This is an optimization exercise on Yosys and OpenROAD, whose aim is small area, a short achievable clock period and few clock cycles, not a production implementation. The RTL was checked by simulation tests, not by an equivalence proof against the original design. Power figures rest on the tool's default switching activity, not on a simulated workload.

File: flow/design.v
package dpms_pkg;
  localparam int OP_BITS = 3;
  localparam logic [OP_BITS-1:0] OP_ALLOC     = 3'd0;
  localparam logic [OP_BITS-1:0] OP_WRITE_PAY = 3'd1;
  localparam logic [OP_BITS-1:0] OP_SET_TYPE  = 3'd2;
  localparam logic [OP_BITS-1:0] OP_MARK_DEAD = 3'd3;
  localparam logic [OP_BITS-1:0] OP_SWEEP     = 3'd4;
  localparam logic [OP_BITS-1:0] OP_READ      = 3'd5;
  localparam int STATUS_BITS = 2;
  localparam logic [STATUS_BITS-1:0] STATUS_OK       = 2'd0;
  localparam logic [STATUS_BITS-1:0] STATUS_FULL     = 2'd1;
  localparam logic [STATUS_BITS-1:0] STATUS_NOT_LIVE = 2'd2;
  localparam int TYPE_BITS      = 7;
  localparam int TYPE_WORD_BITS = 8;
  localparam int DEAD_POS       = 7;
  localparam logic [TYPE_WORD_BITS-1:0] DEAD_MASK = 8'h80;
  localparam logic [TYPE_WORD_BITS-1:0] TYPE_MASK = 8'h7f;
  typedef struct packed {
    logic type_we;
    logic pay_we;
  } wr_en_t;
endpackage
module dpms_mem #(
  parameter int DEPTH = 64,
  parameter int TW    = 7,
  parameter int PW    = 32
) (
  input  logic             clk,
  input  logic [DEPTH-1:0] rd_sel,
  output logic [TW-1:0]    rd_type,
  output logic [PW-1:0]    rd_pay,
  input  logic [DEPTH-1:0] type_we,
  input  logic [DEPTH-1:0] pay_we,
  input  logic [TW-1:0]    wr_type,
  input  logic [PW-1:0]    wr_pay
);
  logic [TW-1:0] type_mem [DEPTH];
  logic [PW-1:0] pay_mem  [DEPTH];
  always_ff @(posedge clk) begin
    for (int i = 0; i < DEPTH; i++) begin
      if (type_we[i]) type_mem[i] <= wr_type;
      if (pay_we[i])  pay_mem[i]  <= wr_pay;
    end
  end
  always_comb begin
    rd_type = '0;
    rd_pay  = '0;
    for (int i = 0; i < DEPTH; i++) begin
      rd_type = rd_type | (type_mem[i] & {TW{rd_sel[i]}});
      rd_pay  = rd_pay  | (pay_mem[i]  & {PW{rd_sel[i]}});
    end
  end
endmodule
module dense_pool_mark_sweep_core #(
  parameter int CAPACITY     = 64,
  parameter int PAYLOAD_BITS = 32
) (
  input  logic                                   clk,
  input  logic                                   rst,
  input  logic                                   start,
  output logic                                   busy,
  input  logic [dpms_pkg::OP_BITS-1:0]           opcode,
  input  logic [$clog2(CAPACITY)-1:0]            slot_index,
  input  logic [dpms_pkg::TYPE_BITS-1:0]         type_value,
  input  logic [PAYLOAD_BITS-1:0]                payload_in,
  output logic                                   done,
  output logic [dpms_pkg::STATUS_BITS-1:0]       status,
  output logic [$clog2(CAPACITY)-1:0]            slot_out,
  output logic [dpms_pkg::TYPE_BITS-1:0]         type_out,
  output logic                                   dead_out,
  output logic [PAYLOAD_BITS-1:0]                payload_out,
  output logic [$clog2(CAPACITY+1)-1:0]          live_count,
  output logic [$clog2(CAPACITY+1)-1:0]          free_slots
);
  localparam int N  = CAPACITY;
  localparam int SW = $clog2(CAPACITY);
  localparam int CW = $clog2(CAPACITY + 1);
  localparam int TB = dpms_pkg::TYPE_BITS;
  localparam logic [CW-1:0] CAP_COUNT = CW'(CAPACITY);
  logic                           c_valid;
  logic [dpms_pkg::OP_BITS-1:0]   c_op;
  logic [SW-1:0]                  c_slot;
  logic [N-1:0]                   c_sel;     
  logic                           c_live;    
  logic [TB-1:0]                  c_tval;
  logic [PAYLOAD_BITS-1:0]        c_pay;
  logic [CW-1:0] used;        
  logic [N-1:0]  lv, dv;      
  logic          busy_r;
  logic          sw_active;   
  logic          mv_valid;    
  logic          sw_clear;    
  logic [N-1:0]  mv_dst;      
  assign busy = busy_r;
  logic [TB-1:0]           rd_type;
  logic [PAYLOAD_BITS-1:0] rd_pay;
  logic [N-1:0]            type_we, pay_we;
  logic [TB-1:0]           wr_type;
  logic [PAYLOAD_BITS-1:0] wr_pay;
  dpms_mem #(
    .DEPTH (CAPACITY),
    .TW    (TB),
    .PW    (PAYLOAD_BITS)
  ) u_mem (
    .clk     (clk),
    .rd_sel  (c_sel),
    .rd_type (rd_type),
    .rd_pay  (rd_pay),
    .type_we (type_we),
    .pay_we  (pay_we),
    .wr_type (wr_type),
    .wr_pay  (wr_pay)
  );
  logic          sweeping;
  logic [N-1:0]  dv_below, lv_a1;
  logic [N-1:0]  d_hot, h_hot, d_eff, h_eff, dl_edge;
  logic          move_ok, move2_ok, any_live;
  logic [N-1:0]  e_hot;       
  logic [SW-1:0] e_idx;
  logic [CW-1:0] e_cnt;       
  always_comb begin
    logic [N-1:0] p, a;
    p = dv;
    for (int s = 1; s < N; s = s * 2) p = p | (p << s);
    dv_below = p << 1;
    a = lv;
    for (int s = 1; s < N; s = s * 2) a = a | (a >> s);
    lv_a1 = a >> 1;
  end
  assign sweeping = (c_valid && c_op == dpms_pkg::OP_SWEEP) || sw_active;
  assign d_hot    = dv & ~dv_below;
  assign h_hot    = lv & ~lv_a1;
  assign dl_edge  = dv & (lv >> 1);    
  assign move_ok  = |dl_edge;
  assign d_eff    = d_hot & lv_a1;
  assign h_eff    = h_hot & dv_below;
  logic         edge_two, edge_run;
  assign edge_run = |(dl_edge & (dv << 1));
  always_comb begin
    logic [N-1:0] t1, t2;
    t1 = dl_edge;
    t2 = '0;
    for (int s = 1; s < N; s = s * 2) begin
      for (int i = 0; i < N; i += 2 * s) begin
        t2[i] = t2[i] | t2[i+s] | (t1[i] & t1[i+s]);
        t1[i] = t1[i] | t1[i+s];
      end
    end
    edge_two = t2[0];
  end
  assign move2_ok = edge_two || edge_run;
  assign any_live = lv[0];    
  assign e_hot = lv & ~(lv >> 1);
  always_comb begin
    e_idx = '0;
    e_cnt = '0;
    for (int i = 0; i < N; i++) begin
      if (e_hot[i]) e_idx = e_idx | SW'(i);
      if (e_hot[i]) e_cnt = e_cnt | CW'(i + 1);
    end
  end
  logic         full;
  logic [N-1:0] used_hot;
  assign full = used[SW];
  always_comb begin
    for (int i = 0; i < N; i++) used_hot[i] = (used == CW'(i));
  end
  logic op_alloc, op_wpay, op_stype, op_dead, op_read;
  assign op_alloc = c_valid && c_op == dpms_pkg::OP_ALLOC;
  assign op_wpay  = c_valid && c_op == dpms_pkg::OP_WRITE_PAY;
  assign op_stype = c_valid && c_op == dpms_pkg::OP_SET_TYPE;
  assign op_dead  = c_valid && c_op == dpms_pkg::OP_MARK_DEAD;
  assign op_read  = c_valid && c_op == dpms_pkg::OP_READ;
  logic alloc_now;
  assign alloc_now = op_alloc && !full;
  always_comb begin
    if (mv_valid) begin
      type_we = mv_dst;
      pay_we  = mv_dst;
      wr_type = rd_type;
      wr_pay  = rd_pay;
    end else begin
      type_we = (alloc_now ? used_hot : '0) |
                ((op_stype && c_live) ? c_sel : '0);
      pay_we  = (op_wpay && c_live) ? c_sel : '0;
      wr_type = op_alloc ? '0 : c_tval;
      wr_pay  = c_pay;
    end
  end
  logic                             res_valid;
  logic [dpms_pkg::STATUS_BITS-1:0] res_status;
  logic [SW-1:0]                    res_slot;
  logic [TB-1:0]                    res_type;
  logic                             res_dead;
  logic [PAYLOAD_BITS-1:0]          res_pay;
  logic [CW-1:0]                    used_next, free_next;
  logic [N-1:0]                     lv_next, dv_next;
  always_comb begin
    res_valid  = 1'b0;
    res_status = dpms_pkg::STATUS_OK;
    res_slot   = '0;
    res_type   = '0;
    res_dead   = 1'b0;
    res_pay    = '0;
    used_next  = used;
    free_next  = CAP_COUNT - used;
    lv_next    = lv;
    dv_next    = dv;
    if (sweeping) begin
      lv_next = (lv & ~h_eff) | d_eff;
      dv_next = dv & ~d_eff;
      if (!move_ok) begin
        res_valid = 1'b1;
        used_next = e_cnt;
        free_next = any_live ? {1'b0, ~e_idx} : CAP_COUNT;
      end
    end else begin
      if (sw_clear) dv_next = '0;
      res_valid = c_valid;
      if (op_alloc) begin
        if (full) begin
          res_status = dpms_pkg::STATUS_FULL;
        end else begin
          res_slot  = used[SW-1:0];
          used_next = used + CW'(1);
          free_next = {1'b0, ~used[SW-1:0]};
          lv_next   = lv | used_hot;
        end
      end
      if ((op_wpay || op_stype || op_dead || op_read) && !c_live) begin
        res_status = dpms_pkg::STATUS_NOT_LIVE;
      end
      if (op_dead && c_live) begin
        lv_next = lv & ~c_sel;
        dv_next = dv_next | c_sel;
      end
      if (op_read && c_live) begin
        res_slot = c_slot;
        res_type = rd_type;
        res_dead = |(dv & c_sel);
        res_pay  = rd_pay;
      end
    end
  end
  logic [N-1:0] slot_hot;
  always_comb begin
    for (int i = 0; i < N; i++) slot_hot[i] = (slot_index == SW'(i));
  end
  logic live_in;
  assign live_in = |(slot_hot & (lv | ((sw_active || sw_clear) ? '0 : dv) |
                                 (alloc_now ? used_hot : '0)));
  always_ff @(posedge clk) begin
    if (rst) begin
      c_valid   <= 1'b0;
      busy_r    <= 1'b0;
      sw_active <= 1'b0;
      mv_valid  <= 1'b0;
      sw_clear  <= 1'b0;
      used      <= '0;
      lv        <= '0;
      dv        <= '0;
      done      <= 1'b0;
    end else begin
      c_valid   <= start && !busy_r;
      busy_r    <= (start && !busy_r && opcode == dpms_pkg::OP_SWEEP) ||
                   (sweeping && move_ok && move2_ok);
      sw_active <= sweeping && move_ok;
      mv_valid  <= sweeping && move_ok;
      sw_clear  <= sweeping && !move_ok;
      used      <= used_next;
      lv        <= lv_next;
      dv        <= dv_next;
      done      <= res_valid;
    end
  end
  always_ff @(posedge clk) begin
    mv_dst <= d_hot;
    c_op   <= opcode;
    c_slot <= slot_index;
    c_sel  <= busy_r ? h_hot : slot_hot;
    c_live <= live_in;
    c_tval <= type_value;
    c_pay  <= payload_in;
    status      <= res_status;
    slot_out    <= res_slot;
    type_out    <= res_type;
    dead_out    <= res_dead;
    payload_out <= res_pay;
    live_count  <= used_next;
    free_slots  <= free_next;
  end
endmodule
File: flow/run.sh
#!/bin/bash
# synth_recipe.tcl (not shown) runs the flow's synth.tcl, then flattens the netlist and writes it again
# the make line also repeats each setting of config.mk as NAME=value (left out here)
make -C /OpenROAD-flow-scripts/flow DESIGN_CONFIG=/design/flow/config.mk WORK_HOME=/design/flow/orfs CLKGATE_MAP_FILE= SYNTH_SCRIPT=/design/flow/synth_recipe.tcl finish
File: flow/config.mk
export PLATFORM = sky130hd
export DESIGN_NAME = dense_pool_mark_sweep_core
export DESIGN_NICKNAME = dense_pool_mark_sweep_core
export VERILOG_FILES = /design/flow/design.v
export SDC_FILE = /design/flow/constraint.sdc
export NUM_CORES = 4
export LEC_CHECK = 0
export CAP_MARGIN = 20
export CORE_MARGIN = 2
export CORE_UTILIZATION = 40
export CTS_CLUSTER_DIAMETER = 80
export CTS_CLUSTER_SIZE = 25
export SETUP_SLACK_MARGIN = 2.5
export SLEW_MARGIN = 20
export TNS_END_PERCENT = 5
File: flow/constraint.sdc
create_clock -name core_clock -period 5.0 [get_ports {clk}]
set_input_delay 1.0000 -clock core_clock [delete_from_list [all_inputs] [get_ports {clk}]]
set_output_delay 1.0000 -clock core_clock [all_outputs]
set_load 0.01 [all_outputs]
==> flow_summary.json, run 1 <==
{
  "ys_warn_count": 4,
  "drt-total-wl_mm": 624,
  "grt_first_pass_wirelength_mm": 782,
  "cp-start-kind": "flip-flop",
  "grt_start_max_net_pins": 84,
  "cts-root-buf": "clkbuf_16",
  "dpl_cell_area_um2": 119000,
  "numCtsBuffers": 158,
  "fin_crit_sh_pct": 67.2,
  "maxSlewViolCount": 0,
  "rsz0062_at_grt": "yes",
  "rows": 192,
  "hold_viol_final": 0,
  "async_flop_share_pct": 0,
  "die_h_um": 528,
  "grt_pass1_vias": 78103,
  "die-area_um2": 279000,
  "drive_gt1_share_pct": 22.8,
  "critPathCaptureType": "flip-flop",
  "worstMarginPinSlew_ps": 1340,
  "synth_enable_flop_cells": 2496,
  "clockBufferDepth": 4,
  "stdcell_count": 11704,
  "syn-num-nets": 7326,
  "nNetsFinal": 7981,
  "initial_core_util_pct": 40.2,
  "cp.required_ps": 5540,
  "critPathArrivalTime_ps": 3900,
  "io_buffers": 114,
  "grtUsageTotal_pct": 42.8,
  "finalSetupViolCount": 0,
  "clock_latency_ps": 970,
  "vias": 89904,
  "die_x_um": 528,
  "ir_drop_uv": 334,
  "syn_to_final_growth_pct": 20.8,
  "first_iter_violations": 20137,
  "synth_flop_cell": "edfxtp_1",
  "min_period_ps": 3360,
  "power.density_nw_per_um2": 333,
  "synth_cells": 7269,
  "drv_cap": 0,
  "h-tree-depth": 4,
  "antenna_found_initial": 89,
  "ys_seq_area_share_pct": 75.0,
  "fin_skew_ps": 122,
  "cts_tree": "built",
  "final.setup.tns_ps": 0,
  "synth_seq_cells": 2875,
  "design_area_um2": 133000,
  "ios": 115,
  "cts-hold-fix-buffers": 0,
  "syn_area_um2": 110000,
  "dp_hpwl_mm": 345,
  "drt_drc_violations_left": 0,
  "via_per_inst": 7.68,
  "status": "no timing/DRC/antenna violations",
  "cp_max_fo": 64,
  "overflow": 0,
  "syn-mean-instance-area_um2": 15.1,
  "first_pass_iters": 9,
  "clk_pin_slew_ps": 80,
  "wl_per_cell_um": 53.3,
  "core_area_um2": 274000,
  "ant_nets": 0,
  "slew_headroom_pct": 10.4,
  "hold_path_class": "reg2reg",
  "place_inst": 10835,
  "routabilityCongestion": 1.07,
  "leakagePower_nw": 42.8,
  "max_freq_mhz": 298,
  "cts.sinks": 2875,
  "crit_type": "reg2reg",
  "synth_cell_type_count": 84
}
[through the flow]
stage          setup WS [ps]  util [%]  power (W)  hold slack, ps
2_1_floorplan           1790         -     0.0278             363
3_3_place_gp             754      43.4     0.0290             444
3_5_place_dp             683      43.4     0.0291             432
4_1_cts                 1610      47.6     0.0437             448
5_1_grt                 1680      48.5     0.0449             468
6_report                1640      48.6     0.0443             443
[placed cells by master (no fill, tap or decap), types with 30 or more instances in the layout]
master | netlist | final
buf_6 | 2 | 88
dfxtp_2 | 0 | 44
inv_1 | 43 | 38
nor2b_1 | 40 | 37
a31oi_1 | 67 | 31
nand2_1 | 298 | 256
o22ai_1 | 60 | 59
nor2_1 | 200 | 177
a21oi_1 | 204 | 179
nand3_1 | 220 | 203
a211oi_1 | 38 | 34
diode_2 | 0 | 86
a22o_1 | 409 | 363
a22o_4 | 0 | 46
clkbuf_16 | 0 | 173
clkdlybuf4s50_1 | 0 | 108
and2_1 | 61 | 51
a21boi_0 | 38 | 34
dfxtp_1 | 379 | 248
o211ai_1 | 30 | 30
a221oi_1 | 391 | 346
a31oi_4 | 0 | 35
o21ai_0 | 193 | 169
clkbuf_1 | 520 | 58
dfxtp_4 | 0 | 87
a221oi_2 | 0 | 41
nor4_1 | 80 | 47
buf_12 | 0 | 138
and3_1 | 40 | 32
buf_4 | 0 | 713
a22oi_1 | 704 | 675
nand4_1 | 206 | 206
edfxtp_1 | 2496 | 2496
nor3_1 | 102 | 67
[layer usage]
| layer | track usage (%) | vias to the layer above | wire (µm) |
|---|---|---|---|
| met3 | 19.5 | 2623 | 112000 |
| met4 | 32.2 | 38 | 59800 |
| met5 | 0.0173 | - | 670 |
| met1 | 52.3 | 45220 | 202000 |
| met2 | 58.7 | 10735 | 249000 |
| li1 | - | 31288 | - |
[report_power, final]
part	internal [W]	switching, W
Sequential	0.0260	0.000153
Clock	0.00644	0.00835
Combinational	0.00106	0.00222
Total	0.0335	0.0107
[cell usage after synthesis, drive strengths merged, types with 10 or more instances]
cell / count / area share (%)
edfxtp: 2496 / 68
a22oi: 704 / 4.8
clkbuf: 521 / 1.8
a22o: 409 / 3.3
a221oi: 391 / 3.1
dfxtp: 379 / 6.9
nand2: 298 / 1.0
nand3: 220 / 1.0
nand4: 206 / 1.2
a21oi: 204 / 0.93
nor2: 200 / 0.68
o21ai: 195 / 0.89
buf: 105 / 0.37
nor3: 102 / 0.46
nor4: 80 / 0.45
a31oi: 67 / 0.38
and2: 62 / 0.35
o22ai: 60 / 0.34
inv: 43 / 0.15
and3: 40 / 0.23
nor2b: 40 / 0.23
a211oi: 38 / 0.26
a21boi: 38 / 0.26
or4: 32 / 0.24
o211ai: 30 / 0.20
or3: 28 / 0.16
a32o: 22 / 0.20
a311oi: 18 / 0.14
nor3b: 15 / 0.10
a2111oi: 14 / 0.12
a221o: 13 / 0.12
nand2b: 13 / 0.074
nor4b: 13 / 0.10
or2: 13 / 0.074
a32oi: 11 / 0.088
o311ai: 10 / 0.080
[sequential cells by signal, indices dropped and copies added (netlist names), 32 cells and up]
name and count:
lv 64, dv 64, u_mem.pay_mem 2048, mv_dst 64, c_sel 64, u_mem.type_mem 448
payload_out 32, c_pay 32
[kinds of logic (layout without fill, tap and decap cells)]
group                      count (synthesis)  after routing  synth area share (%)
AOI/OAI and AO/OA                       2318           2325                  15.9
xor gates and xnor gates                   1              1               0.00796
adders and majority gates                  6              6                0.0682
buffers and inverters                    669           1418                  2.30
DFF                                     2875           2875                  75.0
muxes                                      1              1               0.00910
other                                      0             86                     0
and+or+nand+nor                         1399           1403                  6.66
[worst max-delay path: stages, from the launching register on]
cell      delay (ps)
dfxtp_4          420
buf_12           190
a22o_1           230
a221oi_1         450
nand4_1          480
or4_1            640
nand2_1          160
o21ai_4           60
buf_4            330
[layout make-up]
type	count	area (µm²)
diodes	86	215
clock buffers	221	4270
clock inverters	44	607
fillers	23047	141000
inverters	43	165
multi-input cells	3736	28600
flip-flops and latches	2875	82900
well taps	3589	4490
repair buffers	1110	11600
[path summary, 6_finish.rpt]
kind	start	endpoint	slack, ps	cells after the start
max	c_sel[52]	u_mem.type_mem[16][6]	1640	8
min	c_slot[0]	slot_out[0]	440	1
max reg2reg	c_sel[52]	u_mem.type_mem[16][6]	1640	8
min reg2reg	c_slot[0]	slot_out[0]	440	1
[repair_timing]
action,CTS,global route
setup endpoints to repair,5349,4854
cloned,20,24
setup buffers,346,127
resized for setup,649,129
endpoints found under the hold margin,0,0
pin swaps,123,33
Testbench counts, summed over its fixed seeds: cycles 5,359.
==> inputs of run 2 (changes only) <==
--- a/flow/design.v
+++ b/flow/design.v
@@ -91,4 +91,6 @@
   logic          mv_valid;    
+  logic          mc_valid;    
+  logic [SW-1:0] mv_dst, mc_dst;
+  logic [TB+PAYLOAD_BITS-1:0] rd_q;   
   logic          sw_clear;    
-  logic [N-1:0]  mv_dst;      
   assign busy = busy_r;
@@ -116,3 +118,4 @@
   logic [N-1:0]  d_hot, h_hot, d_eff, h_eff, dl_edge;
-  logic          move_ok, move2_ok, any_live;
+  logic          move_ok, any_live;
+  logic [SW-1:0] d_idx;
   logic [N-1:0]  e_hot;       
@@ -136,19 +139,10 @@
   assign h_eff    = h_hot & dv_below;
-  logic         edge_two, edge_run;
-  assign edge_run = |(dl_edge & (dv << 1));
-  always_comb begin
-    logic [N-1:0] t1, t2;
-    t1 = dl_edge;
-    t2 = '0;
-    for (int s = 1; s < N; s = s * 2) begin
-      for (int i = 0; i < N; i += 2 * s) begin
-        t2[i] = t2[i] | t2[i+s] | (t1[i] & t1[i+s]);
-        t1[i] = t1[i] | t1[i+s];
-      end
-    end
-    edge_two = t2[0];
-  end
-  assign move2_ok = edge_two || edge_run;
   assign any_live = lv[0];    
   assign e_hot = lv & ~(lv >> 1);
+  always_comb begin
+    d_idx = '0;
+    for (int i = 0; i < N; i++) begin
+      if (d_hot[i]) d_idx = d_idx | SW'(i);
+    end
+  end
   always_comb begin
@@ -176,7 +170,6 @@
   always_comb begin
-    if (mv_valid) begin
-      type_we = mv_dst;
-      pay_we  = mv_dst;
-      wr_type = rd_type;
-      wr_pay  = rd_pay;
+    if (mc_valid) begin
+      for (int i = 0; i < N; i++) type_we[i] = (mc_dst == SW'(i));
+      pay_we  = type_we;
+      {wr_type, wr_pay} = rd_q;
     end else begin
@@ -192,6 +185,8 @@
   logic [SW-1:0]                    res_slot;
-  logic [TB-1:0]                    res_type;
   logic                             res_dead;
-  logic [PAYLOAD_BITS-1:0]          res_pay;
   logic [CW-1:0]                    used_next, free_next;
+  logic                             r_done, r_read, r_dead;
+  logic [dpms_pkg::STATUS_BITS-1:0] r_status;
+  logic [SW-1:0]                    r_slot;
+  logic [CW-1:0]                    r_live, r_free;
   logic [N-1:0]                     lv_next, dv_next;
@@ -201,5 +196,3 @@
     res_slot   = '0;
-    res_type   = '0;
     res_dead   = 1'b0;
-    res_pay    = '0;
     used_next  = used;
@@ -238,5 +231,3 @@
         res_slot = c_slot;
-        res_type = rd_type;
         res_dead = |(dv & c_sel);
-        res_pay  = rd_pay;
       end
@@ -257,2 +248,4 @@
       mv_valid  <= 1'b0;
+      mc_valid  <= 1'b0;
+      r_done    <= 1'b0;
       sw_clear  <= 1'b0;
@@ -265,5 +258,6 @@
       busy_r    <= (start && !busy_r && opcode == dpms_pkg::OP_SWEEP) ||
-                   (sweeping && move_ok && move2_ok);
+                   (sweeping && move_ok);
       sw_active <= sweeping && move_ok;
       mv_valid  <= sweeping && move_ok;
+      mc_valid  <= mv_valid;
       sw_clear  <= sweeping && !move_ok;
@@ -272,3 +266,4 @@
       dv        <= dv_next;
-      done      <= res_valid;
+      r_done    <= res_valid;
+      done      <= r_done;
     end
@@ -276,3 +271,5 @@
   always_ff @(posedge clk) begin
-    mv_dst <= d_hot;
+    mv_dst <= d_idx;
+    mc_dst <= mv_dst;
+    rd_q   <= {rd_type, rd_pay};
     c_op   <= opcode;
@@ -283,9 +280,15 @@
     c_pay  <= payload_in;
-    status      <= res_status;
-    slot_out    <= res_slot;
-    type_out    <= res_type;
-    dead_out    <= res_dead;
-    payload_out <= res_pay;
-    live_count  <= used_next;
-    free_slots  <= free_next;
+    r_status    <= res_status;
+    r_slot      <= res_slot;
+    r_dead      <= res_dead;
+    r_read      <= op_read && c_live;
+    r_live      <= used_next;
+    r_free      <= free_next;
+    status      <= r_status;
+    slot_out    <= r_slot;
+    dead_out    <= r_dead;
+    type_out    <= r_read ? rd_q[PAYLOAD_BITS +: TB] : '0;
+    payload_out <= r_read ? rd_q[PAYLOAD_BITS-1:0] : '0;
+    live_count  <= r_live;
+    free_slots  <= r_free;
   end
==> run 2 against run 1 <==
Still clean. Final area decreased by 2.7%. Critical path depth is 1 lower. Fmax is 12% higher. Via count is 5.5% lower. Sequential power up 2%. Synthesized cell count down 3.1%. Combinational power down 5%. Clock power about the same. Critical endpoint is now r_dead. Largest cell class unchanged.
==> flow_summary.json, run 2 <==
{
  "vias": 84980,
  "crit_chain": "buf_6 > a22o_1 > a221oi_1 > nand4_1 > nor4_1 > buf_4 > nor2_1",
  "wl_met1_mm": 200,
  "leakagePower_nw": 40.9,
  "cts-root-buf": "clkbuf_16",
  "grt_start_max_net_pins": 107,
  "nNetsFinal": 7483,
  "critPathArrivalTime_ps": 3790,
  "ys_seq_area_share_pct": 75.4,
  "whs_endpoint": "free_slots[3]",
  "final_util_pct": 47.3,
  "stdcell_count": 11193,
  "drv_cap": 0,
  "clk_pin_slew_ps": 100,
  "crit-reg2reg-capture": "r_dead",
  "dpl_cell_area_um2": 118000,
  "clock_latency_ps": 920,
  "ant_nets": 0,
  "overflow": 0,
  "max_freq_mhz": 334,
  "rsz0062_at_grt": "yes",
  "min_from": "r_free[3]",
  "maxSlewViolCount": 0,
  "slowest_delay_ps": 590,
  "hold_path_depth": 0,
  "met3_length_mm": 92.2,
  "drive_gt1_share_pct": 20.3,
  "antenna_found_initial": 62,
  "fin_crit_sh_pct": 59.9,
  "wl_per_cell_um": 52.6,
  "ios": 115,
  "die_x_um": 528,
  "path_depth": 7,
  "die_h_um": 528,
  "layout_commonest_cell": "edfxtp_1",
  "first_pass_iters": 10,
  "worstMarginPinSlew_ps": 1290,
  "crit_family": "simple AND/OR/NAND/NOR gates",
  "place_inst": 10528,
  "initial_core_util_pct": 40.2,
  "yosys-top-cells-area": "edfxtp_1 (68%), dfxtp_1 (7.1%), a221oi_1 (5.6%)",
  "cts_tree": "built",
  "fin_skew_ps": 66.8,
  "critPathSlowestCell": "dfxtp_4",
  "syn_area_um2": 110000,
  "synth_area_leader_cell": "edfxtp_1",
  "synth_top_area_share_pct": 68.3,
  "design_area_um2": 129000,
  "syn-mean-instance-area_um2": 15.6,
  "ir_drop_uv": 277,
  "cts-hold-fix-buffers": 0,
  "cp.required_ps": 5790,
  "hold_viol_final": 0,
  "synth_flop_cell": "edfxtp_1",
  "rows": 192,
  "async_flop_share_pct": 0,
  "h-tree-depth": 4,
  "r2r_setup_slack_ps": 2000,
  "first_iter_violations": 19408,
  "r2r_start": "c_sel[26]",
  "status": "no timing/DRC/antenna violations",
  "clockBufferDepth": 4,
  "hold_path_class": "reg2reg",
  "synth_common_cells": "edfxtp_1 (2,496), a221oi_1 (697), a22o_1 (656)",
  "synth_cells": 7043,
  "cp_num_buf_inv": 2,
  "die-area_um2": 279000,
  "final_cell_mix": "edfxtp_1 (2,496), a221oi_1 (675), a22o_1 (653)",
  "grt_pass1_vias": 75263,
  "core_area_um2": 273000,
  "drt_drc_violations_left": 0,
  "synth_cell_type_count": 87,
  "cp_max_fo": 25,
  "syn-num-nets": 7100,
  "synth_enable_flop_cells": 2496,
  "grt_first_pass_wirelength_mm": 748,
  "syn_to_final_growth_pct": 17.7,
  "slew_headroom_pct": 13.8,
  "dp_hpwl_mm": 328,
  "highest_layer": "met5",
  "grtUsageTotal_pct": 40.7,
  "io_buffers": 114,
  "regMostFlops": "u_mem.pay_mem",
  "numCtsBuffers": 159,
  "ys_warn_count": 4,
  "min_period_ps": 3000,
  "cts.sinks": 2888,
  "crit_type": "reg2reg",
  "largest_register_ffs": 2048,
  "finalSetupViolCount": 0,
  "synth_seq_cells": 2888,
  "wl_met2_mm": 245,
  "power.density_nw_per_um2": 345,
  "yosysMostFrequentCell": "edfxtp_1",
  "cp-start-kind": "flip-flop",
  "routabilityCongestion": 1.02,
  "reg2regPathDepth": 7,
  "critPathCaptureType": "flip-flop",
  "drt-total-wl_mm": 588,
  "via_per_inst": 7.59,
  "reg.largest.list": "u_mem.pay_mem (2048), u_mem.type_mem (448)",
  "final.setup.tns_ps": 0
}
run 2: changes by cell type after synthesis, sizes merged, moves of 28 or more:
cell    previous run  this run
a221oi           391       697
a22oi            704        82
nand3            220       135
a22o             409       656
buf              105        70
mux2               0        32
o22ai             60       103
or4               32        62
nor2             200       171
nor3             102        74
run 2: worst register-to-register path, delay by kind of cell (launching register included):
kind                   cells  cell delay, ps
AOI/OAI and AO/OA          2             860
and+or+nand+nor            3             740
buffers and inverters      2             690
DFF                        1             590
run 2: cell type report:
class / instances / area [µm²]
tap: 3589 / 4490
fill: 23399 / 144000
clock inverter: 41 / 497
timing repair buffer: 828 / 8600
antenna: 58 / 145
clock buffer: 240 / 4400
inverter: 55 / 229
multi-input combinational: 3494 / 27600
sequential: 2888 / 83300
run 2: timing repair:
item | 4_1_cts | 5_1_grt
pin swaps | 118 | 55
resized for setup | 530 | 172
setup buffers | 243 | 72
gates cloned | 7 | 3
endpoints found under the setup margin | 5196 | 2684
run 2: metrics by stage:
stage	hold slack, ps	power (W)	setup slack [ps]
after global routing	337	0.0451	2160
after detailed placement	312	0.0294	1040
after floorplan	310	0.0280	2050
after CTS	329	0.0440	2150
after global placement	312	0.0294	986
final	326	0.0446	2000
run 2: where the power goes:
| part | switching (W) | internal [W] | total [W] |
|---|---|---|---|
| Combinational | 0.00210 | 0.00101 | 0.00311 |
| Sequential | 0.000371 | 0.0262 | 0.0266 |
| Clock | 0.00842 | 0.00643 | 0.0148 |
| Total | 0.0109 | 0.0337 | 0.0446 |
run 2: layer usage:
layer  up-vias  global-route usage [%]
li1      30049                       -
met1     43380                    51.9
met3      2243                    14.1
met5         -                   0.294
met4        34                    27.6
met2      9274                    58.4
run 2: worst max-delay path by stage:
stage                    startpoint  slack, ps             endpoint
global placement      slot_index[3]        990               c_live
global route              sw_active       2160               c_live
floorplan                  mc_valid       2050  u_mem.pay_mem[0][0]
finish                    c_sel[26]       2000               r_dead
detailed placement    slot_index[3]       1040               c_live
CTS                 payload_out[29]       2150      payload_out[29]
run 2: logic make-up (layout without fill, tap and decap cells):
| kind of cell | after synthesis | after routing | share of synthesized area (%) |
|---|---|---|---|
| AOI/OAI and AO/OA | 2229 | 2230 | 15.9 |
| xor gates and xnor gates | 5 | 5 | 0.0399 |
| adders and majority gates | 6 | 6 | 0.0684 |
| buffers and inverters | 665 | 1164 | 2.31 |
| DFF | 2888 | 2888 | 75.4 |
| muxes | 33 | 33 | 0.337 |
| other | 0 | 58 | 0 |
| and+or+nand+nor | 1217 | 1220 | 5.93 |
Testbench counts of run 2, summed over its fixed seeds: cycles 5,450.
==> inputs of run 3 (changes only) <==
==> flow/flow/run.sh (new file) <==
#!/bin/bash
# The standard layout, with every input and output port buffered by
# sky130_fd_sc_hd__buf_4 instead of the buffer buffer_ports picks by default
# (a clkdlybuf4s50_1, about 0.55 ns, which repair does not resize).
# The whole make output goes to standard.log in the work folder; ORFS keeps
# each step's log under orfs/logs.
set -euo pipefail
export BUFFER_PORTS_ARGS="-buffer_cell sky130_fd_sc_hd__buf_4"
bash standard.sh > standard.log 2>&1
==> flow/standard.sh (new file) <==
#!/bin/bash
# synth_recipe.tcl (not shown) runs the flow's synth.tcl, then flattens the netlist and writes it again
# the make line also repeats each setting of config.mk as NAME=value (left out here)
make -C /OpenROAD-flow-scripts/flow DESIGN_CONFIG=/design/flow/config.mk WORK_HOME=/design/flow/orfs CLKGATE_MAP_FILE= SYNTH_SCRIPT=/design/flow/synth_recipe.tcl "${@:-finish}"
removed: flow/run.sh
==> run 3 against run 2 <==
Still clean on timing, DRC and antenna. Die area unchanged. First-iteration DRC count up 0.45%. Worst hold slack worse by 130 ps. Clock power about the same. Sequential share of layout area up 0.55 points.
==> flow_summary.json, run 3 <==
{
  "cts_tree": "built",
  "fin_skew_ps": 78.7,
  "synth_enable_flop_cells": 2496,
  "rows": 192,
  "cp_max_fo": 32,
  "slew_headroom_pct": 14.8,
  "die-area_um2": 279000,
  "drv_cap": 0,
  "overflow": 0,
  "final_cell_mix": "edfxtp_1 (2,496), a221oi_1 (669), a22o_1 (653)",
  "seqCellArea_um2": 83200,
  "max_freq_mhz": 335,
  "whs_endpoint": "c_pay[10]",
  "antenna_found_initial": 56,
  "regMostFlops": "u_mem.pay_mem",
  "drive_gt1_share_pct": 20.5,
  "syn-num-nets": 7100,
  "h-tree-depth": 4,
  "rsz0062_at_grt": "yes",
  "clock_latency_ps": 900,
  "fill_cells": 23401,
  "hold_path_class": "in2reg",
  "dp_hpwl_mm": 321,
  "final_util_pct": 46.8,
  "clockBufferDepth": 4,
  "io_buffers": 114,
  "synth_seq_cells": 2888,
  "first_pass_iters": 6,
  "grt_start_max_net_pins": 118,
  "ios": 115,
  "r2r_start": "c_sel[27]",
  "grt_pass1_vias": 74288,
  "ir_drop_uv": 373,
  "clk_pin_slew_ps": 100,
  "worstMarginPinSlew_ps": 1280,
  "cts.sinks": 2888,
  "critPathArrivalTime_ps": 3530,
  "synth_cell_type_count": 87,
  "synth_top_area_share_pct": 68.3,
  "p_sw_share_pct": 24.0,
  "clkPwrFrac_pct": 33.8,
  "routabilityCongestion": 1.03,
  "seqPwrFrac_pct": 60.0,
  "multi_input_area_um2": 27500,
  "synth_flop_cell": "edfxtp_1",
  "synth_cells": 7043,
  "vias": 83438,
  "hold_viol_final": 0,
  "numCtsBuffers": 159,
  "initial_core_util_pct": 40.2,
  "final.setup.tns_ps": 0,
  "status": "no timing/DRC/antenna violations",
  "reg2regPathDepth": 4,
  "p_int_w": 0.0337,
  "min_from": "payload_in[10]",
  "hold_path_depth": 1,
  "drt-total-wl_mm": 570,
  "yosysMostFrequentCell": "edfxtp_1",
  "grt_first_pass_wirelength_mm": 729,
  "ys_warn_count": 4,
  "crit_type": "reg2reg",
  "power.density_nw_per_um2": 346,
  "cp.required_ps": 5540,
  "nNetsFinal": 7376,
  "total_power_w": 0.0443,
  "syn-mean-instance-area_um2": 15.6,
  "maxSlewViolCount": 0,
  "grtUsageTotal_pct": 39.6,
  "drt_drc_violations_left": 0,
  "synth_common_cells": "edfxtp_1 (2,496), a221oi_1 (697), a22o_1 (656)",
  "yosys-top-cells-area": "edfxtp_1 (68%), dfxtp_1 (7.1%), a221oi_1 (5.6%)",
  "reg.largest.list": "u_mem.pay_mem (2048), u_mem.type_mem (448)",
  "leakagePower_nw": 40.5,
  "r2r_setup_slack_ps": 2010,
  "ant_nets": 0,
  "cts-root-buf": "clkbuf_16",
  "die_x_um": 528,
  "dpl_cell_area_um2": 118000,
  "ys_seq_area_share_pct": 75.4,
  "crit-reg2reg-capture": "u_mem.pay_mem[27][18]",
  "fin_crit_sh_pct": 59.7,
  "power.switching_w": 0.0106,
  "async_flop_share_pct": 0,
  "layout_commonest_cell": "edfxtp_1",
  "die_h_um": 528,
  "via_per_inst": 7.53,
  "synth_area_leader_cell": "edfxtp_1",
  "min_period_ps": 2990,
  "first_iter_violations": 19495,
  "combinationalPowerShare_pct": 6.2,
  "largest_register_ffs": 2048,
  "cp-start-kind": "flip-flop",
  "core_area_um2": 273000,
  "critPathCaptureType": "flip-flop",
  "syn_to_final_growth_pct": 16.6,
  "wl_per_cell_um": 51.5,
  "syn_area_um2": 110000,
  "whs_ps": 191,
  "design_area_um2": 128000,
  "finalSetupViolCount": 0
}
-- run 3: cell counts after synthesis --
No cell type changed its count.
-- run 3: power groups by stage --
stage | registers [W] | logic [W] | clock network (W)
2_1_floorplan | 0.0269 | 0.00109 | 0
3_3_place_gp | 0.0271 | 0.00213 | 0
3_5_place_dp | 0.0271 | 0.00214 | 0
4_1_cts | 0.0266 | 0.00245 | 0.0149
5_1_grt | 0.0266 | 0.00274 | 0.0157
6_report | 0.0266 | 0.00273 | 0.0150
-- run 3: cell families (layout without fill, tap and decap cells) --
family | Yosys count | in the layout | synth area share (%)
adder cells (fa/ha/maj) | 6 | 6 | 0.0684
XOR/XNOR | 5 | 5 | 0.0399
AO/OA/AOI/OAI | 2229 | 2230 | 15.9
buffers and inverters | 665 | 1064 | 2.31
AND/OR/NAND/NOR | 1217 | 1218 | 5.93
other | 0 | 45 | 0
flip-flops | 2888 | 2888 | 75.4
multiplexers | 33 | 33 | 0.337
-- run 3: critical path, stage by stage (launching register included) --
cell	delay, ps
dfxtp_4	990
buf_4	770
nand2_1	200
o21ai_4	120
buf_12	440
-- run 3: final cells by class --
cell class | instances | area share, %
antenna | 45 | 0.0879
clock buffer | 248 | 3.52
clock inverter | 38 | 0.426
inverter | 55 | 0.171
multi-input combinational | 3492 | 21.5
sequential | 2888 | 65.0
tap | 3589 | 3.51
timing repair buffer | 723 | 5.79
-- run 3: how the worst max path moves through the flow --
stage / end / slack (ps) / start
floorplan: u_mem.pay_mem[0][0] / 2050 / mc_valid
finish: u_mem.pay_mem[27][18] / 2010 / c_sel[27]
detailed placement: c_live / 1280 / slot_index[1]
global placement: u_mem.type_mem[44][0] / 1110 / used[2]
global route: u_mem.pay_mem[26][4] / 2060 / mc_dst[3]
CTS: r_free[1] / 2130 / lv[31]
-- run 3: what timing repair did --
item,in CTS,in global routing
endpoints found under the setup margin,4820,2700
pin swaps,119,50
setup buffers,169,57
gates resized for setup,441,152
hold buffers,0,0
cloned,5,1
-- run 3: through the flow --
step | instances | setup slack [ps]
finish | 11078 | 2010
global route | 11046 | 2060
CTS | 10975 | 2130
detailed placement | 10515 | 1280
global placement | 10505 | 1110
floorplan | 7043 | 2050
-- run 3: routing by layer --
metal | GRT usage (%) | part of all wire (%) | vias to the layer above
met3 | 13.0 | 16 | 2149
met4 | 27.3 | 8.5 | 30
met1 | 51.5 | 35 | 42413
met2 | 55.7 | 41 | 9035
li1 | - | - | 29811
met5 | 0.364 | 0.043 | -

-- re-timing with driven ports --
How much do the figures lean on ideal ports? The routed layouts below were timed once more, with nothing changed but the port constraints.
Step 1, drivers: a clkbuf_16 drives clk and a buf_2 each remaining input, both assumed.
Step 2 also shifts input and output timing later by t, the mid clock arrival at the registers, as if the neighbouring blocks saw the same clock.
a / b / c = ideal / step 1 / step 2; a / b = the first two.
| run | t (ns) | slack for setup (ns) | worst slew at a driven data input, ns | pins driven straight from the clock port |
|---|---|---|---|---|
| run 1 | 1.010 | 1.639 / 1.639 / 1.292 | 0.08 | 1 |
| run 2 | 0.999 | 2.004 / 2.004 / 1.214 | 0.06 | 1 |
| run 3 | 0.972 | 2.015 / 2.015 / 1.566 | 0.11 | 1 |
After both steps setup and hold are still met in every run listed. The setup slack of run 2, which loses most, moves by 0.000 ns with the drivers and by -0.790 ns with both steps.
